Context: an optimization exercise on an open-source flow, tuned for small area, a short achievable clock period and few clock cycles per item. The choices shown serve that exercise and are no tape-out recipe.
Function was checked by simulation only, so behaviour that the tests miss may differ from the original.
Power figures rest on the tool's default switching activity, not on a simulated workload.

==> flow/design.v <==
package icache_pkg;
	localparam int OFFSET_W = 4;
	localparam int INDEX_W  = 4;
	localparam int ADDR_W   = 32;
	localparam int TAG_W    = ADDR_W - INDEX_W - OFFSET_W;
	typedef logic [ADDR_W-1:0]   addr_t;
	typedef logic [TAG_W-1:0]    tag_t;
	typedef logic [INDEX_W-1:0]  index_t;
	typedef logic [OFFSET_W-1:0] offset_t;
	typedef logic [31:0]         word_t;
	typedef struct packed {
		tag_t    tag;
		index_t  index;
		offset_t offset;
	} fetch_addr_t;
	typedef struct packed {
		logic valid;
		tag_t tag;
	} tag_entry_t;
	typedef enum logic [1:0] {
		REFILL_IDLE,
		REFILL_REQUEST,
		REFILL_COLLECT,
		REFILL_COMMIT
	} refill_state_t;
endpackage
module icache_lookup #(
	parameter int W = 1
) (
	input  logic         sel_i,
	input  logic [W-1:0] a_i,
	input  logic [W-1:0] b_i,
	output logic [W-1:0] y_o
);
	assign y_o = sel_i ? b_i : a_i;
endmodule
module icache_hit_check #(
	parameter int LB = 7
) (
	input  logic [29:0]   addr_i,
	input  logic [29:LB]  head_hi_i,
	input  logic [LB-1:0] end_lo_i,
	output logic          seq_o
);
	assign seq_o = (addr_i[LB-1:0] == end_lo_i) && (addr_i[29:LB] == head_hi_i);
endmodule
module icache_data_read (
	input  logic rvalid_i,
	input  logic rdy_i,
	output logic valid_o
);
	assign valid_o = rvalid_i && rdy_i;
endmodule
module icache_req_gate (
	input  logic rvalid_i,
	input  logic ireq_i,
	input  logic ereq_i,
	output logic req_o
);
	assign req_o = ireq_i || (rvalid_i && ereq_i);
endmodule
module icache_top #(
	parameter int OFFSET_W = icache_pkg::OFFSET_W,
	parameter int INDEX_W  = icache_pkg::INDEX_W,
	parameter int TAG_W    = icache_pkg::ADDR_W - INDEX_W - OFFSET_W
) (
	input  logic                  clock_i,
	input  logic                  rst_n_i,
	input  logic                  fetch_i,
	input  icache_pkg::addr_t     fetch_addr_i,
	input  logic                  flush_i,
	output logic                  instr_valid_o,
	output icache_pkg::word_t     instr_o,
	output icache_pkg::addr_t     instr_addr_o,
	output logic                  miss_o,
	output logic                  mem_req_o,
	output icache_pkg::addr_t     mem_line_addr_o,
	input  logic                  mem_rvalid_i,
	input  icache_pkg::word_t     mem_rdata_i
);
	localparam int CAP = 31;
	localparam int LOW = 4;
	logic [4:0]     n_q;      
	logic           busy_q;   
	logic           lm_q;     
	logic           miss_q;
	logic           rdy_q;    
	logic           ireq_q;   
	logic           ereq_q;   
	logic [29:0]    h_q;      
	logic [1:0]     wc_q;     
	logic [LOW-1:0] ml_q;     
	logic [LOW+1:0] el_q;     
	logic           xb_q;     
	logic           seq;
	logic           nz;
	logic           acc;
	logic           last;
	logic           start;
	logic           cont;
	logic           deliver;
	logic           endw;
	logic           req;
	logic           lost;
	logic           fall;
	logic           clr;
	logic [LOW+1:0] h_inc;
	logic [4:0]     n_d;
	logic           busy_d;
	logic           lm_d;
	logic [29:0]    h_d;
	logic [1:0]     wc_d;
	logic           m_d;
	logic           v0_d;
	logic           rdy_d;
	logic           ireq_d;
	logic [LOW+1:0] el_d;
	logic           xb_d;
	logic           miss_d [2];
	assign h_inc = h_q[LOW+1:0] + (LOW+2)'(1);
	icache_hit_check #(.LB(LOW + 2)) i_seq (
		.addr_i    (fetch_addr_i[31:2]),
		.head_hi_i (h_q[29:LOW+2]),
		.end_lo_i  (el_q),
		.seq_o     (seq)
	);
	logic n_ge1;
	logic n_ge2;
	logic n_ge3;
	logic n_ge4;
	logic n_cap;
	logic r_ge1;
	logic r_ge2;
	logic r_ge3;
	assign n_ge1 = n_q != '0;
	assign n_ge2 = n_q > 5'd1;
	assign n_ge3 = n_q > 5'd2;
	assign n_ge4 = n_q > 5'd3;
	assign n_cap = n_q == 5'(CAP - 1);
	assign nz      = n_ge1;
	assign deliver = mem_rvalid_i && rdy_q;
	assign r_ge1   = deliver ? n_ge2 : n_ge1;
	assign r_ge2   = deliver ? n_ge3 : n_ge2;
	assign r_ge3   = deliver ? n_ge4 : n_ge3;
	assign acc     = fetch_i && !miss_q && !flush_i;
	assign last    = !r_ge1;
	assign start   = acc && last;
	assign cont    = acc && !last;
	assign endw    = mem_rvalid_i && (wc_q == 2'd3);
	assign req     = ireq_q || (mem_rvalid_i && ereq_q);
	assign lost    = endw && lm_q && (miss_q ? n_ge2 : n_ge1) && !rdy_q;
	assign fall    = miss_q && !r_ge2;
	assign clr     = flush_i || lost;
	assign busy_d = req || (busy_q && !endw);
	assign lm_d   = !last && (req || (lm_q && !endw));
	assign h_d    = last ? fetch_addr_i[31:2]
		: {h_q[29:LOW+2], deliver ? h_inc : h_q[LOW+1:0]};
	assign wc_d   = req ? 2'd0 : {wc_q[1] ^ (wc_q[0] && mem_rvalid_i), wc_q[0] ^ mem_rvalid_i};
	always_comb
	begin
		if (flush_i || (fall && !lost))
		begin
			n_d = '0;
		end
		else if (lost || start)
		begin
			n_d = 5'd1;
		end
		else if (cont && !deliver)
		begin
			n_d = n_q + 5'd1;
		end
		else if (deliver && !cont)
		begin
			n_d = n_q - 5'd1;
		end
		else
		begin
			n_d = n_q;
		end
	end
	always_comb
	begin
		if (deliver)
		begin
			m_d = 1'b1;
		end
		else if (req)
		begin
			m_d = h_q[1:0] == 2'd0;
		end
		else if (mem_rvalid_i)
		begin
			m_d = h_q[1:0] == wc_q + 2'd1;
		end
		else
		begin
			m_d = h_q[1:0] == wc_q;
		end
	end
	assign el_d = last ? fetch_addr_i[LOW+3:2] + (LOW+2)'(1) : el_q + (LOW+2)'(acc);
	assign xb_d = last ? (&fetch_addr_i[LOW+3:2]) : (xb_q || (acc && (&el_q)));
	assign v0_d   = !clr && (miss_q ? r_ge2 : (acc || r_ge1));
	assign rdy_d  = busy_d && lm_d && v0_d && m_d;
	assign ireq_d = !busy_d && v0_d;
	logic drop0;
	logic drop1;
	logic v1_d;
	logic ereq_d;
	assign drop0 = cont;
	assign drop1 = cont && (n_cap || xb_q);
	assign miss_d[0] = !flush_i && (lost || (miss_q ? !fall : drop0));
	assign miss_d[1] = !flush_i && (lost || (miss_q ? !fall : drop1));
	assign v1_d = !clr && (miss_q ? r_ge3 : r_ge2);
	assign ereq_d = busy_d && (wc_d == 2'd3) && (lm_d ? (rdy_d && v1_d) : v0_d);
	logic miss_pick;
	icache_lookup #(.W(1)) i_pick_miss (
		.sel_i (seq),
		.a_i   (miss_d[0]),
		.b_i   (miss_d[1]),
		.y_o   (miss_pick)
	);
	icache_req_gate i_req_o (
		.rvalid_i (mem_rvalid_i),
		.ireq_i   (ireq_q),
		.ereq_i   (ereq_q),
		.req_o    (mem_req_o)
	);
	icache_data_read i_valid_o (
		.rvalid_i (mem_rvalid_i),
		.rdy_i    (rdy_q),
		.valid_o  (instr_valid_o)
	);
	assign mem_line_addr_o = {h_q[29:LOW+2], ml_q, 4'b0000};
	assign instr_o         = mem_rdata_i;
	assign instr_addr_o    = {h_q, 2'b00};
	assign miss_o          = miss_q;
	always_ff @(posedge clock_i or negedge rst_n_i)
	begin
		if (!rst_n_i)
		begin
			n_q    <= '0;
			busy_q <= 1'b0;
			lm_q   <= 1'b0;
			miss_q <= 1'b0;
			rdy_q  <= 1'b0;
			ireq_q <= 1'b0;
			ereq_q <= 1'b0;
		end
		else
		begin
			miss_q <= miss_pick;
			ereq_q <= ereq_d;
			n_q    <= n_d;
			rdy_q  <= rdy_d;
			ireq_q <= ireq_d;
			busy_q <= busy_d;
			lm_q   <= lm_d;
		end
	end
	always_ff @(posedge clock_i)
	begin
		h_q  <= h_d;
		wc_q <= wc_d;
		ml_q <= h_d[LOW+1:2] + LOW'(lm_d);
		el_q <= el_d;
		xb_q <= xb_d;
	end
endmodule
export LEC_CHECK = 0
export CAP_MARGIN = 20
export CORE_MARGIN = 2
export CORE_UTILIZATION = 60
export SETUP_SLACK_MARGIN = 2.0
export SLEW_MARGIN = 20
export SYNTH_HIERARCHICAL = 1
export SYNTH_MINIMUM_KEEP_SIZE = 0
create_clock -name core_clock -period 4.0 [get_ports {clock_i}]
standard.sh (not shown) runs the stock make flow with config.mk's settings and CLKGATE_MAP_FILE= SYNTH_SCRIPT=/design/flow/synth_recipe.tcl, a recipe that flattens the netlist after the stock synthesis.
==> flow/flow/run.sh <==
#!/bin/bash
# own flow: the standard layout, with port buffers of a plain buffer cell,
# no adder cells in synthesis, and a strong buffer on the memory's
# word-valid input
set -o pipefail
cp standard.sh standard.sh.txt 2>/dev/null
cp config.mk config.mk.txt
export BUFFER_PORTS_ARGS="-buffer_cell sky130_fd_sc_hd__buf_1"
export ADDER_MAP_FILE=
export POST_GLOBAL_PLACE_TCL="$PWD/flow/post_gpl.tcl"
bash standard.sh > standard.log 2>&1
==> flow/flow/post_gpl.tcl <==
# The memory's word-valid input reaches two outputs through one gate each:
# give its port buffer the drive for its fanout, so that no extra buffer
# sits on those input-to-output paths.
foreach port {mem_rvalid_i} {
  set net [get_nets $port]
  foreach pin [get_pins -of_objects $net] {
    set inst [get_cells -of_objects $pin]
    set ref [get_property $inst ref_name]
    puts "post_gpl: $port drives [get_full_name $inst] ($ref)"
    if { [string match "sky130_fd_sc_hd__buf_*" $ref] } {
      replace_cell $inst sky130_fd_sc_hd__buf_8
      puts "post_gpl: [get_full_name $inst] now sky130_fd_sc_hd__buf_8"
    }
  }
}
Testbench counts at the start, summed over its fixed seeds: cycles 72,333, items 32,000.
Next try:
--- a/flow/design.v
+++ b/flow/design.v
@@ -86,13 +86,12 @@
 	logic           miss_q;
 	logic           rdy_q;    
 	logic           ireq_q;   
 	logic           ereq_q;   
 	logic [29:0]    h_q;      
 	logic [1:0]     wc_q;     
-	logic [LOW-1:0] ml_q;     
 	logic [LOW+1:0] el_q;     
 	logic           xb_q;     
 	logic           seq;
 	logic           nz;
 	logic           acc;
 	logic           last;
@@ -228,13 +227,13 @@
 	);
 	icache_data_read i_valid_o (
 		.rvalid_i (mem_rvalid_i),
 		.rdy_i    (rdy_q),
 		.valid_o  (instr_valid_o)
 	);
-	assign mem_line_addr_o = {h_q[29:LOW+2], ml_q, 4'b0000};
+	assign mem_line_addr_o = {h_q[29:LOW+2], h_q[LOW+1:2] + LOW'(lm_q), 4'b0000};
 	assign instr_o         = mem_rdata_i;
 	assign instr_addr_o    = {h_q, 2'b00};
 	assign miss_o          = miss_q;
 	always_ff @(posedge clock_i or negedge rst_n_i)
 	begin
 		if (!rst_n_i)
@@ -259,11 +258,10 @@
 		end
 	end
 	always_ff @(posedge clock_i)
 	begin
 		h_q  <= h_d;
 		wc_q <= wc_d;
-		ml_q <= h_d[LOW+1:2] + LOW'(lm_d);
 		el_q <= el_d;
 		xb_q <= xb_d;
 	end
 endmodule
Outcome: The changed run completed without violations; clock skew shrinks by 0.0034 ns; power drops by a few percent; setup slack loses 0.0095 ns; global-route usage shrinks by 1.3 points; clock power rose by about a fifth; core utilization shrinks by 3.0 points; count of clock-buffer cells in the layout increases by 1; die area came out higher slightly; critical path depth is higher by 3; non-clock buffer count decreases by 5; register-to-register slack barely changes; via count goes down slightly; routed wire length fell by a few percent; cell count went down slightly.
Testbench counts after the change, summed over its fixed seeds: cycles 72,333, items 32,000.

static timing again, ports no longer ideal:
No port has a modelled driver above. Below, the same layouts with a new extraction and two added sets of constraints.
Step 1, drivers: a clkbuf_16 drives clock_i and a buf_2 each remaining input, both assumed.
Step 2 also shifts input and output timing later by t, the mid clock arrival at the registers, as if the neighbouring blocks saw the same clock.
Three values: ideal ports, drivers, drivers and shift; two values: the first two.
| run | t, ns | setup WS [ns] | worst hold slack (ns) | worst slew at a driven data input, ns |
|---|---|---|---|---|
| the first run | 0.332 | 1.996 / 1.899 / 1.615 | 0.474 / 0.473 / 0.537 | 0.14 |
| the second run | 0.324 | 1.986 / 1.959 / 1.668 | 0.485 / 0.483 / 0.545 | 0.07 |
After both steps setup and hold are still met in every run listed. For the first run, which loses most, drivers alone change the setup slack by -0.097 ns; drivers and shift together by -0.381 ns.
